This is an optimization exercise on Yosys and OpenROAD, whose aim is small area and a short achievable clock period, not a production implementation. No run shown here included a check of the RTL's function; only the layout flow was run. No activity file was given, so power comes from the tool's default toggle rates.

File: flow/run.sh
#!/bin/bash
# The standard layout (standard.sh) with these changes, all logged under orfs/logs/ as usual:
#  - synthesis (flow/synth.tcl) maps logic with abc's default script and leaves adders and
#    comparators to abc (no ADDER_MAP_FILE cells); registers are mapped as in the standard
#    synthesis, so they match it by name and cell type;
#  - plain sky130_fd_sc_hd__buf_1 cells as the port buffers instead of the delay buffer the
#    flow picks by default;
#  - larger clock-tree sink clusters, clkbuf_8 only, no dummy loads.
set -euo pipefail
here=$(pwd)
bash standard.sh 'ADDER_MAP_FILE=' "SYNTH_SCRIPT=$here/flow/synth.tcl" \
  'BUFFER_PORTS_ARGS=-buffer_cell sky130_fd_sc_hd__buf_1' \
  'CTS_ARGS=-sink_clustering_enable -repair_clock_nets -sink_clustering_size 16 -sink_clustering_max_diameter 60 -buf_list {sky130_fd_sc_hd__clkbuf_8} -dont_use_dummy_load' \
  finish > standard.log 2>&1
File: flow/synth.tcl
# synth_recipe.tcl (the standard synthesis) with one change: abc maps the logic with its own
# default script (delay target 2500 ps) instead of ORFS's abc_speed.script. Registers are mapped
# before abc, by dfflibmap, exactly as in the standard synthesis.
proc synth {args} { yosys synth -nofsm -noshare {*}$args }
proc abc {args} {
  set out {}
  set skip 0
  foreach a $args {
    if {$skip} { set skip 0; continue }
    if {$a eq "-script" || $a eq "-D"} { set skip 1; continue }
    lappend out $a
  }
  yosys abc {*}$out -D 2500
}
source $::env(SCRIPTS_DIR)/synth.tcl
# left out here: clear keep_hierarchy, flatten, clean up, hide names made inside functions, write 1_2_yosys.v
File: standard.sh
#!/bin/bash
# synth_recipe.tcl (not shown) runs the flow's synth.tcl, then flattens the netlist and writes it again
# the make line also repeats each setting of config.mk as NAME=value (left out here)
make -C /OpenROAD-flow-scripts/flow DESIGN_CONFIG=/design/flow/config.mk WORK_HOME=/design/flow/orfs CLKGATE_MAP_FILE= SYNTH_SCRIPT=/design/flow/synth_recipe.tcl "${@:-finish}"
File: config.mk
export PLATFORM = sky130hd
export DESIGN_NAME = depth_gated_color_segmenter
export DESIGN_NICKNAME = depth_gated_color_segmenter
export VERILOG_FILES = /design/flow/design.v
export SDC_FILE = /design/flow/constraint.sdc
export NUM_CORES = 4
export LEC_CHECK = 0
export CAP_MARGIN = 20
export CORE_MARGIN = 2
export CORE_UTILIZATION = 40
export PLACE_DENSITY = 0.6
export SETUP_SLACK_MARGIN = 3.55
export SLEW_MARGIN = 20
File: constraint.sdc
create_clock -name core_clock -period 7.0 [get_ports {clock}]
set_input_delay 1.4000 -clock core_clock [delete_from_list [all_inputs] [get_ports {clock}]]
set_output_delay 1.4000 -clock core_clock [all_outputs]
set_load 0.01 [all_outputs]
File: design.v
package dgcs_pkg;
   localparam int LINE_WIDTH_DEFAULT = 640;
   localparam int LINE_COUNT_DEFAULT = 480;
   localparam int POS_W   = 19;
   localparam int CSR_IDX_W  = 3;
   localparam int CSR_DATA_W = 24;
   localparam logic [CSR_IDX_W-1:0] CSR_NEAR_LIMIT = 3'd0;
   localparam logic [CSR_IDX_W-1:0] CSR_STATS_LIMIT = 3'd1;
   localparam logic [CSR_IDX_W-1:0] CSR_BOX_A_LOW = 3'd2;
   localparam logic [CSR_IDX_W-1:0] CSR_BOX_A_HIGH = 3'd3;
   localparam logic [CSR_IDX_W-1:0] CSR_BOX_B_LOW = 3'd4;
   localparam logic [CSR_IDX_W-1:0] CSR_BOX_B_HIGH = 3'd5;
   localparam logic [15:0] NEAR_LIMIT_RESET  = 16'd700;
   localparam logic [15:0] STATS_LIMIT_RESET = 16'd500;
   localparam logic [23:0] BOX_A_LOW_RESET   = 24'h003F84;
   localparam logic [23:0] BOX_A_HIGH_RESET  = 24'h64A3AF;
   localparam logic [23:0] BOX_B_LOW_RESET   = 24'h00BFBE;
   localparam logic [23:0] BOX_B_HIGH_RESET  = 24'h1414FF;
   localparam logic [1:0] CLASS_FAR     = 2'd0;
   localparam logic [1:0] CLASS_BOX_A   = 2'd1;
   localparam logic [1:0] CLASS_BOX_B   = 2'd2;
   localparam logic [1:0] CLASS_UNMATCH = 2'd3;
   localparam logic [31:0] FAR_FILL  = 32'hA0FFFFFF;
   localparam logic [31:0] MARK_FILL = 32'hFFFF00FF;
   localparam logic [31:0] MIN_CLEAR = 32'hFFFFFFFF;
   localparam logic [POS_W-1:0] SLOT_MAX = 19'h7FFFF;
   typedef struct packed {
      logic [31:0] pixel_color;
      logic [15:0] depth_mm;
      logic        frame_end;
   } req_type;
   typedef struct packed {
      logic [1:0]       pixel_class;
      logic [31:0]      shown_color;
      logic [POS_W-1:0] pixel_position;
      logic [POS_W-1:0] class_slot;
      logic [31:0]      frame_min_color;
      logic [31:0]      frame_max_color;
      logic             stats_valid;
      logic             frame_last;
   } rsp_type;
   typedef struct packed {
      logic [1:0]  pixel_class;
      logic [31:0] shown_color;
      logic        hit_a;
      logic        hit_b;
   } class_type;
endpackage
module dgcs_classify (
   input  logic [23:0] pixel_rgb,
   input  logic [15:0] depth_mm,
   input  logic [15:0] near_limit,
   input  logic [23:0] box_a_low,
   input  logic [23:0] box_a_high,
   input  logic [23:0] box_b_low,
   input  logic [23:0] box_b_high,
   output logic        is_near,
   output logic        match_a,
   output logic        match_b
);
   function automatic logic in_box(logic [23:0] color, logic [23:0] lo, logic [23:0] hi);
      logic ok;
      ok = 1'b1;
      for (int ch = 0; ch < 3; ch++) begin
         if (!((lo[ch*8 +: 8] < color[ch*8 +: 8]) && (color[ch*8 +: 8] < hi[ch*8 +: 8]))) begin
            ok = 1'b0;
         end
      end
      in_box = ok;
   endfunction
   assign is_near = depth_mm < near_limit;
   assign match_a = in_box(pixel_rgb, box_a_low, box_a_high);
   assign match_b = in_box(pixel_rgb, box_b_low, box_b_high);
endmodule
module depth_gated_color_segmenter #(
   parameter int LINE_WIDTH = dgcs_pkg::LINE_WIDTH_DEFAULT,
   parameter int LINE_COUNT = dgcs_pkg::LINE_COUNT_DEFAULT
) (
   input  logic                            clock,
   input  logic                            reset,
   input  logic                            req_valid,
   output logic                            req_stall,
   input  logic [48:0]                     req_payload,
   output logic                            rsp_valid,
   input  logic                            rsp_stall,
   output logic [137:0]                    rsp_payload,
   input  logic                            csr_write,
   input  logic [dgcs_pkg::CSR_IDX_W-1:0]  csr_index,
   input  logic [dgcs_pkg::CSR_DATA_W-1:0] csr_data
);
   localparam int PW = dgcs_pkg::POS_W;
   logic [15:0] near_limit_ff;
   logic [15:0] stats_limit_ff;
   logic [23:0] box_a_low_ff;
   logic [23:0] box_a_high_ff;
   logic [23:0] box_b_low_ff;
   logic [23:0] box_b_high_ff;
   logic [5:0] csr_we;
   always_comb begin
      for (int i = 0; i < 6; i++) begin
         csr_we[i] = reset || (csr_write && (csr_index == 3'(i)));
      end
   end
   always_ff @(posedge clock) begin
      if (csr_we[0]) near_limit_ff  <= reset ? dgcs_pkg::NEAR_LIMIT_RESET  : csr_data[15:0];
      if (csr_we[1]) stats_limit_ff <= reset ? dgcs_pkg::STATS_LIMIT_RESET : csr_data[15:0];
      if (csr_we[2]) box_a_low_ff   <= reset ? dgcs_pkg::BOX_A_LOW_RESET   : csr_data;
      if (csr_we[3]) box_a_high_ff  <= reset ? dgcs_pkg::BOX_A_HIGH_RESET  : csr_data;
      if (csr_we[4]) box_b_low_ff   <= reset ? dgcs_pkg::BOX_B_LOW_RESET   : csr_data;
      if (csr_we[5]) box_b_high_ff  <= reset ? dgcs_pkg::BOX_B_HIGH_RESET  : csr_data;
   end
   logic        in_valid_ff;
   logic [31:0] in_color_ff;
   logic [15:0] in_depth_ff;
   logic        in_end_ff;
   logic        out_valid_ff;
   logic [1:0]  out_class_ff;
   logic [31:0] out_color_ff;
   logic        out_last_ff;
   logic        advance;
   logic        stall;
   logic        in_valid_in;
   logic        out_valid_in;
   logic        both_valid_ff;
   assign advance = in_valid_ff && (!out_valid_ff || !rsp_stall);
   assign stall   = in_valid_ff && out_valid_ff && rsp_stall;
   assign in_valid_in  = (req_valid && !stall) || (in_valid_ff && !advance);
   assign out_valid_in = advance || (out_valid_ff && rsp_stall);
   always_ff @(posedge clock) begin
      if (reset) begin
         in_valid_ff   <= 1'b0;
         out_valid_ff  <= 1'b0;
         both_valid_ff <= 1'b0;
      end else begin
         in_valid_ff   <= in_valid_in;
         out_valid_ff  <= out_valid_in;
         both_valid_ff <= in_valid_in && out_valid_in;
      end
   end
   assign req_stall = both_valid_ff && rsp_stall;
   always_ff @(posedge clock) begin
      if (!stall) begin
         in_color_ff <= req_payload[48:17];
         in_depth_ff <= req_payload[16:1];
         in_end_ff   <= req_payload[0];
      end
   end
   logic is_near, match_a, match_b;
   logic hit_a, hit_b;
   logic [1:0] cls;
   dgcs_classify u_classify (
      .pixel_rgb  (in_color_ff[23:0]),
      .depth_mm   (in_depth_ff),
      .near_limit (near_limit_ff),
      .box_a_low  (box_a_low_ff),
      .box_a_high (box_a_high_ff),
      .box_b_low  (box_b_low_ff),
      .box_b_high (box_b_high_ff),
      .is_near    (is_near),
      .match_a    (match_a),
      .match_b    (match_b)
   );
   assign hit_a = is_near && match_a;
   assign hit_b = is_near && !match_a && match_b;
   assign cls   = !is_near ? dgcs_pkg::CLASS_FAR :
                  match_a  ? dgcs_pkg::CLASS_BOX_A :
                  match_b  ? dgcs_pkg::CLASS_BOX_B : dgcs_pkg::CLASS_UNMATCH;
   always_ff @(posedge clock) begin
      if (reset) begin
         out_last_ff <= 1'b1;
      end else if (advance) begin
         out_last_ff <= in_end_ff;
      end
   end
   logic [31:0] shown;
   assign shown = !is_near ? dgcs_pkg::FAR_FILL :
                  (match_a || match_b) ? in_color_ff : dgcs_pkg::MARK_FILL;
   always_ff @(posedge clock) begin
      if (advance) begin
         out_class_ff <= cls;
         out_color_ff <= shown;
      end
   end
   logic [PW-1:0] pos_ff;
   logic          pos_wrap;
   localparam logic [PW-1:0] POS_LAST = PW'(LINE_WIDTH * LINE_COUNT - 1);
   assign pos_wrap = &(pos_ff | ~POS_LAST);
   function automatic logic [PW-1:0] step(logic [PW-1:0] q, logic inc);
      logic [PW-1:0] ones;
      ones[0] = 1'b1;
      for (int i = 1; i < PW; i++) begin
         ones[i] = ones[i-1] && q[i-1];
      end
      step = q ^ (ones & {PW{inc}});
   endfunction
   always_ff @(posedge clock) begin
      pos_ff <= (advance && (out_last_ff || pos_wrap)) ? '0 : step(pos_ff, advance);
   end
   logic [PW-1:0] slot_a_ff, slot_b_ff;
   logic          none_a_ff, none_b_ff;
   logic          none_a, none_b;
   assign none_a = none_a_ff || out_last_ff;
   assign none_b = none_b_ff || out_last_ff;
   always_ff @(posedge clock) begin
      if (advance) begin
         none_a_ff <= none_a && !hit_a;
         none_b_ff <= none_b && !hit_b;
         if (hit_a) slot_a_ff <= none_a ? '0 : step(slot_a_ff, !(&slot_a_ff));
         if (hit_b) slot_b_ff <= none_b ? '0 : step(slot_b_ff, !(&slot_b_ff));
      end
   end
   logic [31:0] min_ff, max_ff;
   logic        any_ff;
   logic        sv_min_ff, sv_max_ff;
   logic        any_now;
   logic        qualify;
   logic        lt_min, gt_max;
   assign any_now = any_ff && !out_last_ff;
   assign qualify = (in_depth_ff < stats_limit_ff) &&
                    (!is_near || ((match_a || match_b) &&
                                  (in_color_ff != dgcs_pkg::MARK_FILL) && (in_color_ff != 32'd0)));
   assign lt_min  = is_near ? (in_color_ff < min_ff) : (dgcs_pkg::FAR_FILL < min_ff);
   assign gt_max  = is_near ? (in_color_ff > max_ff) : (dgcs_pkg::FAR_FILL > max_ff);
   always_ff @(posedge clock) begin
      if (advance) begin
         any_ff <= any_now || qualify;
         sv_min_ff <= in_end_ff && (any_now || qualify);
         sv_max_ff <= in_end_ff && (any_now || qualify);
         if (qualify && (!any_now || lt_min)) min_ff <= shown;
         if (qualify && (!any_now || gt_max)) max_ff <= shown;
      end
   end
   logic [PW-1:0] slot_out;
   assign slot_out = (out_class_ff == dgcs_pkg::CLASS_BOX_A) ? slot_a_ff :
                     (out_class_ff == dgcs_pkg::CLASS_BOX_B) ? slot_b_ff : '0;
   assign rsp_valid   = out_valid_ff;
   assign rsp_payload = {out_class_ff, out_color_ff, pos_ff, slot_out,
                         sv_min_ff ? min_ff : 32'd0,
                         sv_max_ff ? max_ff : 32'd0,
                         sv_min_ff, out_last_ff};
endmodule
==> out/metrics.cfg, run 1 <==
[run_status]
status=no timing/DRC/antenna violations

[timing]
hold_viol=0
tns_ns=0
fin_crit_sh=0.4832
period_minus_slack_ns=3.383
slew_viol_final=0
fmax_mhz=295.6
setup_viol=0
rsz0062_at_grt=true
worst_hold_slack_ns=0.4451
clock_skew_ns=0.05963
relSlewSlack=0.2321
tightestPinTransition_ns=1.149

[floorplan]
io_pins=221
die-area_um2=39600
die_w_um=199.0
initial_core_util=0.4048
fp.dieH_um=199.0
design.core.area_um2=37580
rows=71

[placement]
portBuffers=220
place.detailed.hpwl_um=29530
place.gp.congestion=0.8792

[logic_synthesis]
yosys_warnings=2
ys.flop_type=edfxtp_1
async_reset_ff_frac=0
synth_edf_count=317
seq_area_frac_synth=0.6561
syn_area_um2=15210
ys_ff_latch=340
syn_avg_cell_area_um2=12.36
synth.distinct_cells=65
synth.net_count=1312
syn_inst=1231

[grt]
grt_pass1_vias=10250
grt_pass1_wl_um=59730
grt_max_degree=66
grt_usage=0.2008
grt-ovfl-total=0
grt_antenna_before_repair=0

[final_layout]
seq_area_um2=9980
syn_to_final_growth_pct=15.18
final_layout_size_suffix_gt1_frac=0.08699
fill_cells=3466
post-route-util=0.4663
multi_input_area_um2=4916
diodes=0
fin_nets=1566

[clock_network]
numCtsBuffers=34
cts.sinks=340
cts.path.max_buffers=3
cts_tree=built
cts-root-buf=clkbuf_8
clk_latency_ns=0.57
htreeDepth=2
ctsHoldBuffers=0
clk_pin_slew_worst_paths_ns=0.09

[setup_path]
crit_path_cell_trace=nor2b_1 -> o221ai_1 -> a21oi_1 -> o22ai_1 -> a21oi_1 -> o221ai_1 -> a41o_1 -> a32o_1 -> or2_2 -> o211ai_1 -> a31oi_4 -> clkbuf_16
worstSetupPathType=register to register
critPathSlowestCell=a31oi_4
arrival_ns=3.62
path_buf_inv=1
cp-end-kind=register
critPathTopFamily=compound AO/OA/AOI/OAI gates
crit_required_ns=7.24
critPathLaunchType=register
cp_max_fo=9
worst_path_largest_cell_delay_ns=0.44

[drt]
viasPerCell=5.442
vias=10850
wirelength_um=40370
drcViolationCount=0
detail-route-antenna-nets=0
wl_per_cell_um=20.25
dr.pass1.iters=7
first_iter_violations=808

[pwr]
totalPowerFinal_mw=3.921
p_per_area_nw_per_um2=223.8
ir_worst_vdd_uv=167.7
p_leak_nw=5.860

[flow_run]
max-cap-violations=0

[min_path]
holdCritPathClass=register to register

==> final timing paths <==
kind                    start          end  slack (ns)  cells past startpoint
max          near_limit_ff[0]    min_ff[7]        3.62                     12
min                 in_end_ff  out_last_ff        0.45                      2
max reg2reg  near_limit_ff[0]    min_ff[7]        3.62                     12
min reg2reg         in_end_ff  out_last_ff        0.45                      2
==> logic make-up after synthesis <==
group | count (synthesis) | share of synthesized area
flip-flops | 340 | 0.6561
XOR/XNOR | 21 | 0.01209
adder cells (fa/ha/maj) | 19 | 0.01259
buffers and inverters | 112 | 0.02830
AO/OA/AOI/OAI | 297 | 0.1310
multiplexers | 2 | 0.001481
AND/OR/NAND/NOR | 440 | 0.1585
==> power by group <==
group          switching (mW)  internal [mW]
sequential             0.0727           2.35
clock                   0.625          0.435
combinational           0.273          0.165
total                   0.970           2.95
==> area by class of cell <==
class                   instances  area share
repair buffers                256     0.07027
well taps                     511     0.03649
flip-flops and latches        340      0.5696
multi-input cells             779      0.2806
inverters                      74     0.01635
clock buffers                  34     0.02671
==> timing repair <==
action | in CTS | in global routing
buffers inserted | 8 | 14
gates resized for setup | 11 | 16
gates cloned | 2 | 2
pin swaps | 2 | 7
setup endpoints to repair | 125 | 82
==> sequential cells by signal, indices dropped and copies added (netlist names), 19 cells and up <==
| signal | flops |
|---|---|
| box_a_low_ff | 24 |
| slot_b_ff | 19 |
| box_b_high_ff | 24 |
| slot_a_ff | 19 |
| box_a_high_ff | 24 |
| pos_ff | 19 |
| max_ff | 32 |
| min_ff | 32 |
| out_color_ff | 32 |
| box_b_low_ff | 24 |
| in_color_ff | 32 |
==> stage by stage <==
| stage | area (µm²) | cells | setup slack, ns |
|---|---|---|---|
| 4_1_cts | 17350 | 1977 | 3.493 |
| 3_3_place_gp | 16640 | 1931 | 2.826 |
| 3_5_place_dp | 16700 | 1933 | 2.896 |
| 5_1_grt | 17520 | 1994 | 3.457 |
| 6_report | 17520 | 1994 | 3.617 |
| 2_1_floorplan | 15270 | 1231 | 3.577 |
==> routing by layer <==
metal / GRT usage / part of all wire / up-vias / wire, µm
met5: 0 / 0 / - / 0
met4: 0.06329 / 0.027 / 0 / 1095
met3: 0.04340 / 0.070 / 62 / 2840
met2: 0.3181 / 0.46 / 379 / 18590
met1: 0.2763 / 0.44 / 5282 / 17850
li1: - / - / 5129 / -
==> cells in the mapped netlist, drive strengths merged, types with 4 or more instances <==
cell type	instances	area [µm²]
a22o	28	245.2
nand3	25	125.1
nor2	62	232.7
o22ai	50	312.8
o21a	4	30.03
or2	27	168.9
xor2	13	113.9
a21o	7	52.55
nand3b	6	45.04
nor4	8	50.05
edfxtp	317	9519
xnor2	8	70.07
maj3	19	191.4
and2	77	481.7
nand2b	38	237.7
a31o	5	43.79
a21oi	64	320.3
a211oi	10	75.07
a221oi	6	52.55
o221ai	7	61.31
nor3	34	170.2
a22oi	15	112.6
nand4	18	112.6
o211ai	8	60.06
a2bb2oi	8	70.07
o21ai	46	230.2
and3	17	106.4
inv	70	262.8
clkbuf	32	120.1
dfxtp	23	460.4
clkinv	4	15.01
nor2b	63	394.1
a31oi	13	81.33
buf	6	32.53
nand2	55	206.5
a222oi	5	50.05
==> worst reg2reg max path, delay by kind of cell, from the launching register on <==
kind            cells  cell delay, ns
buf+inv             1            0.24
flops               1            0.39
simple gates        2            0.49
compound gates      9            1.96
==> cells in the final DEF, fill, tap and decap left out, types with 25 or more instances in the layout <==
master	n
nor3_1	33
buf_4	25
nand2b_1	38
nor2b_1	63
nand2_1	55
o22ai_1	50
nor2_1	59
buf_1	219
o21ai_0	45
or2_2	26
a21oi_1	64
edfxtp_1	317
and2_1	76
inv_1	65
clkbuf_8	34
a22o_1	28
==> run 2: changes to the inputs <==
--- a/design.v
+++ b/design.v
@@ -194,7 +194,7 @@
       step = q ^ (ones & {PW{inc}});
    endfunction
    always_ff @(posedge clock) begin
-      pos_ff <= (advance && (out_last_ff || pos_wrap)) ? '0 : step(pos_ff, advance);
+      if (advance) pos_ff <= (out_last_ff || pos_wrap) ? '0 : step(pos_ff, 1'b1);
    end
    logic [PW-1:0] slot_a_ff, slot_b_ff;
    logic          none_a_ff, none_b_ff;
==> out/metrics.cfg, run 2 <==
[logic_synthesis]
yosysTopAreaCell=edfxtp_1
synth_common_cells=336 x edfxtp_1, 81 x nand2_1, 78 x and2_1
synth_top_area_frac=0.6593
synth.distinct_cells=62
synth_edf_count=336
seq_area_frac_synth=0.6645
syn_inst=1221
synth.net_count=1302
ys_ff_latch=340
syn_avg_cell_area_um2=12.53
synthTopCellsByArea=edfxtp_1 66%, and2_1 3.2%, nor2b_1 2.5%
yosysMostFrequentCell=edfxtp_1
yosys_warnings=2
ys.flop_type=edfxtp_1
async_reset_ff_frac=0
syn_area_um2=15300

[drt]
vias=10730
viasPerCell=5.451
wl_per_cell_um=20.34
detail-route-antenna-nets=0
drcViolationCount=0
first_iter_violations=728
wirelength_um=40050
dr.pass1.iters=5

[final_layout]
layout_common_cells=336 x edfxtp_1, 219 x buf_1, 80 x nand2_1, 78 x and2_1, 62 x inv_1
syn_to_final_growth_pct=13.65
final_area_um2=17390
final_layout_size_suffix_gt1_frac=0.06927
post-route-util=0.4618
fill_cells=3500
fin_nets=1541
diodes=0
final_common_cell=edfxtp_1

[pwr]
ir_worst_vdd_uv=122.8
p_leak_nw=5.688
p_per_area_nw_per_um2=224.9
totalPowerFinal_mw=3.912

[placement]
place_ws_ns=2.806
dpl_cell_area_um2=16760
portBuffers=220
place.detailed.hpwl_um=29520
place.gp.congestion=0.8727

[grt]
grt_pass1_vias=10460
grt_usage=0.1982
grt-ovfl-total=0
grt_antenna_before_repair=1
grt_pass1_wl_um=59690
grt_max_degree=52

[clock_network]
htreeDepth=2
clk_latency_ns=0.58
cts.sinks=340
cts-root-buf=clkbuf_8
cts_tree=built
clk_pin_slew_worst_paths_ns=0.10
cts.path.max_buffers=3
numCtsBuffers=34

[setup_path]
worstSetupPathType=input pin to output port
critPathLaunchType=input pin
cp_max_fo=5
arrival_ns=1.87
crit_required_ns=5.60
cp-end-kind=output port

[timing]
rsz0062_at_grt=false
period_minus_slack_ns=3.271
setup_viol=0
relSlewSlack=0.4698
slew_viol_final=0
fmax_mhz=305.7
tns_ns=0
clock_skew_ns=0.09143
tightestPinTransition_ns=0.7953
fin_ws_ns=3.729
hold_viol=0
fin_crit_sh=0.4673

[min_path]
holdCritPathClass=register to register

[floorplan]
design.core.area_um2=37670
rows=71
initial_core_util=0.4063
die-area_um2=39840
die_w_um=199.6
fp.dieH_um=199.6
io_pins=221

[flow_run]
max-cap-violations=0

[run_status]
status=no timing/DRC/antenna violations

==> run 2: worst paths after layout <==
path                                  from     endpoint  slack [ns]  cells after the start
worst max-delay path             rsp_stall    req_stall        3.73                      3
worst min-delay path             in_end_ff  out_last_ff        0.58                      2
worst max register to register  max_ff[30]   max_ff[12]        3.75                     11
worst min register to register   in_end_ff  out_last_ff        0.58                      2
==> run 2: cell type report <==
class                      instances  area, µm²  share of cell area
clock buffer                      34      467.9             0.02690
inverter                          67      262.8             0.01511
multi-input combinational        777       4853              0.2790
sequential                       340      10170              0.5847
tap                              511      639.4             0.03676
timing repair buffer             240       1001             0.05755
==> run 2: timing repair <==
item,4_1_cts,5_1_grt
endpoints found under the setup margin,88,78
gates resized for setup,12,9
buffers inserted,1,8
hold buffers,0,0
pin swaps,1,2
==> run 2: metal layers <==
layer,routed length (µm),track usage
met1,17340,0.2690
met2,18780,0.3176
met3,2651,0.03848
met4,1260,0.07078
met5,12,0
==> run 2: report_power, final <==
| group | internal (mW) | total, mW | leakage (nW) | switching [mW] |
|---|---|---|---|---|
| sequential | 2.37 | 2.44 | 3.17 | 0.0755 |
| clock | 0.435 | 1.06 | 0.244 | 0.625 |
| combinational | 0.153 | 0.408 | 2.27 | 0.255 |
| total | 2.96 | 3.91 | 5.69 | 0.956 |
==> run 2: per-stage QoR <==
stage               std cells  hold WS, ns
finish                   1969       0.5774
global route             1969       0.5784
CTS                      1961       0.5753
detailed placement       1926       0.5178
global placement         1926       0.5184
floorplan                1221       0.4252
==> run 2: cell families (layout without fill, tap and decap cells) <==
logic type                 count (synthesis)  after routing  synth area share
DFF                                      340            340            0.6645
adders and majority gates                 16             16           0.01046
and+or+nand+nor                          441            441            0.1562
AOI/OAI and AO/OA                        297            297            0.1297
xor gates and xnor gates                  23             23           0.01316
buffers and inverters                    104            341           0.02600
==> run 2: critical path, cell delays in order <==
cell	delay [ns]
buf_1	0.17
and2_1	0.15
buf_1	0.14
==> run 3: changes to the inputs <==
--- a/config.mk
+++ b/config.mk
@@ -9,5 +9,5 @@
 export CORE_MARGIN = 2
 export CORE_UTILIZATION = 40
 export PLACE_DENSITY = 0.6
-export SETUP_SLACK_MARGIN = 3.55
+export SETUP_SLACK_MARGIN = 3.62
 export SLEW_MARGIN = 20
==> out/metrics.cfg, run 3 <==
[final_layout]
layout_common_cells=336 x edfxtp_1, 219 x buf_1, 80 x nand2_1, 78 x and2_1, 62 x inv_1
final_area_um2=17330
syn_to_final_growth_pct=13.26
final_layout_size_suffix_gt1_frac=0.06667
diodes=0
fin_nets=1538
final_common_cell=edfxtp_1

[min_path]
holdCritPathClass=register to register

[clock_network]
cts.sinks=340
clk_pin_slew_worst_paths_ns=0.09
htreeDepth=1
clk_latency_ns=0.63
cts_tree=built
cts-root-buf=clkbuf_8
ctsHoldBuffers=0
cts.path.max_buffers=3
numCtsBuffers=31

[logic_synthesis]
synthMuxAreaShare=0
yosysMostFrequentCell=edfxtp_1
syn_avg_cell_area_um2=12.53
syn_inst=1221
synthAdderAreaFrac=0.01046
syn_area_um2=15300
synth_compound_area_frac=0.1297
synthXorXnorAreaFrac=0.01316
synth_top_area_frac=0.6593
ys_ff_latch=340
synth-simple-area-share=0.1562
synth.distinct_cells=62
synth_edf_count=336
yosys_warnings=2
seq_area_frac_synth=0.6645
ys.flop_type=edfxtp_1
synth.net_count=1302
async_reset_ff_frac=0
synth_common_cells=336 x edfxtp_1, 81 x nand2_1, 78 x and2_1
synthTopCellsByArea=edfxtp_1 66%, and2_1 3.2%, nor2b_1 2.5%
yosysTopAreaCell=edfxtp_1
synth_top_family_by_area=simple AND/OR/NAND/NOR gates

[floorplan]
io_pins=221
fp.dieH_um=199.6
die-area_um2=39840
design.core.area_um2=37670
initial_core_util=0.4063
die_w_um=199.6
rows=71

[pwr]
p_leak_nw=5.671
totalPowerFinal_mw=3.866
p_per_area_nw_per_um2=223.0
ir_worst_vdd_uv=116.4

[drt]
wl_per_cell_um=20.54
detail-route-antenna-nets=0
dr.pass1.iters=5
wirelength_um=40370
vias=10760
viasPerCell=5.470
drcViolationCount=0
first_iter_violations=758

[timing]
setup_viol=0
fin_crit_sh=0.4679
hold_viol=0
relSlewSlack=0.4593
rsz0062_at_grt=true
clock_skew_ns=0.04605
tightestPinTransition_ns=0.8111
period_minus_slack_ns=3.275
fin_ws_ns=3.725
fmax_mhz=305.3
slew_viol_final=0
tns_ns=0

[grt]
grt_pass1_wl_um=60220
grt-ovfl-total=0
grt_antenna_before_repair=1
grt_usage=0.1987
grt_pass1_vias=10480
grt_max_degree=52

[placement]
place_ws_ns=2.800
portBuffers=220
dpl_cell_area_um2=16760
place.gp.congestion=0.8686
place.detailed.hpwl_um=29630

[setup_path]
r2r_slack_ns=3.74
cp_max_fo=5
worstSetupPathType=input pin to output port
arrival_ns=1.88
crit_required_ns=5.60
critPathLaunchType=input pin
cp-end-kind=output port

[flow_run]
max-cap-violations=0

[run_status]
status=no timing/DRC/antenna violations

-- run 3: cell counts after synthesis --
No cell type changed its count.
-- run 3: cell type report --
class                   instances  area (µm²)
fillers                      3445       20330
flip-flops and latches        340       10170
multi-input cells             778        4862
repair buffers                239       980.9
well taps                     511       639.4
clock buffers                  31       426.7
inverters                      67       255.2
-- run 3: report_power, final --
group          internal, mW  total (mW)  switching [mW]
registers              2.37        2.44          0.0760
logic                 0.150       0.406           0.256
clock network         0.392        1.02           0.624
total                  2.91        3.87           0.956
-- run 3: final timing paths --
path / startpoint / endpoint / cells after the start
worst max-delay path: rsp_stall / req_stall / 3
worst min-delay path: in_end_ff / out_last_ff / 2
worst max register to register: in_color_ff[30] / min_ff[20] / 9
worst min register to register: in_end_ff / out_last_ff / 2
-- run 3: cells by family after synthesis --
| group | count (synthesis) |
|---|---|
| simple gates | 441 |
| buf+inv | 104 |
| flops | 340 |
| compound gates | 297 |
| xor+xnor | 23 |
| fa+ha+maj | 16 |
-- run 3: metal layers --
metal / wire length, µm / GRT usage / vias to the layer above / share of wire
li1: - / - / 5070 / -
met1: 17470 / 0.2686 / 5261 / 0.43
met4: 1174 / 0.05981 / 2 / 0.029
met3: 2657 / 0.03612 / 73 / 0.066
met2: 19060 / 0.3265 / 349 / 0.47
met5: 11 / 0 / - / 0.00027
-- run 3: through the flow --
| stage | hold slack (ns) | cells | util |
|---|---|---|---|
| after detailed placement | 0.5271 | 1926 | 0.4451 |
| after CTS | 0.5446 | 1961 | 0.4584 |
| after floorplan | 0.4252 | 1221 | - |
| after global placement | 0.5201 | 1926 | 0.4451 |
| after global routing | 0.5674 | 1966 | 0.4602 |
| final | 0.5295 | 1966 | 0.4602 |
-- run 3: critical path: stages --
cell	delay (ns)
buf_1	0.17
and2_1	0.16
buf_1	0.15
-- run 3: timing repair --
| action | in CTS | in global routing |
|---|---|---|
| resized for setup | 9 | 7 |
| endpoints found under the setup margin | 129 | 85 |
| buffers inserted | 4 | 4 |
| gates cloned | 0 | 1 |
| pin swaps | 2 | 2 |

==> static timing again, ports no longer ideal <==
No port has a modelled driver above. Below, the same layouts with a new extraction and two added sets of constraints. Step 1: set_driving_cell puts a clkbuf_16 on clock and a buf_2 on each other input, an assumption about the parent block. Step 2 times the ports against the registers' clock, not the clock port: input delays grow and output delays shrink by t, the midpoint of the rising clock arrivals with the driver on. Three values: ideal, step 1, step 2; two values: the first two.
| run | t (ns) | setup WS [ns] | cell pins on the clock port's net |
|---|---|---|---|
| run 1 | 0.590 | 3.617 / 3.617 / 3.146 | 1 |
| run 2 | 0.579 | 3.729 / 3.705 / 3.676 | 1 |
| run 3 | 0.652 | 3.725 / 3.700 / 3.621 | 1 |
After both steps every run listed still meets setup and hold. For run 1, which loses most, drivers alone change the setup slack by 0.000 ns; drivers and shift together by -0.471 ns.
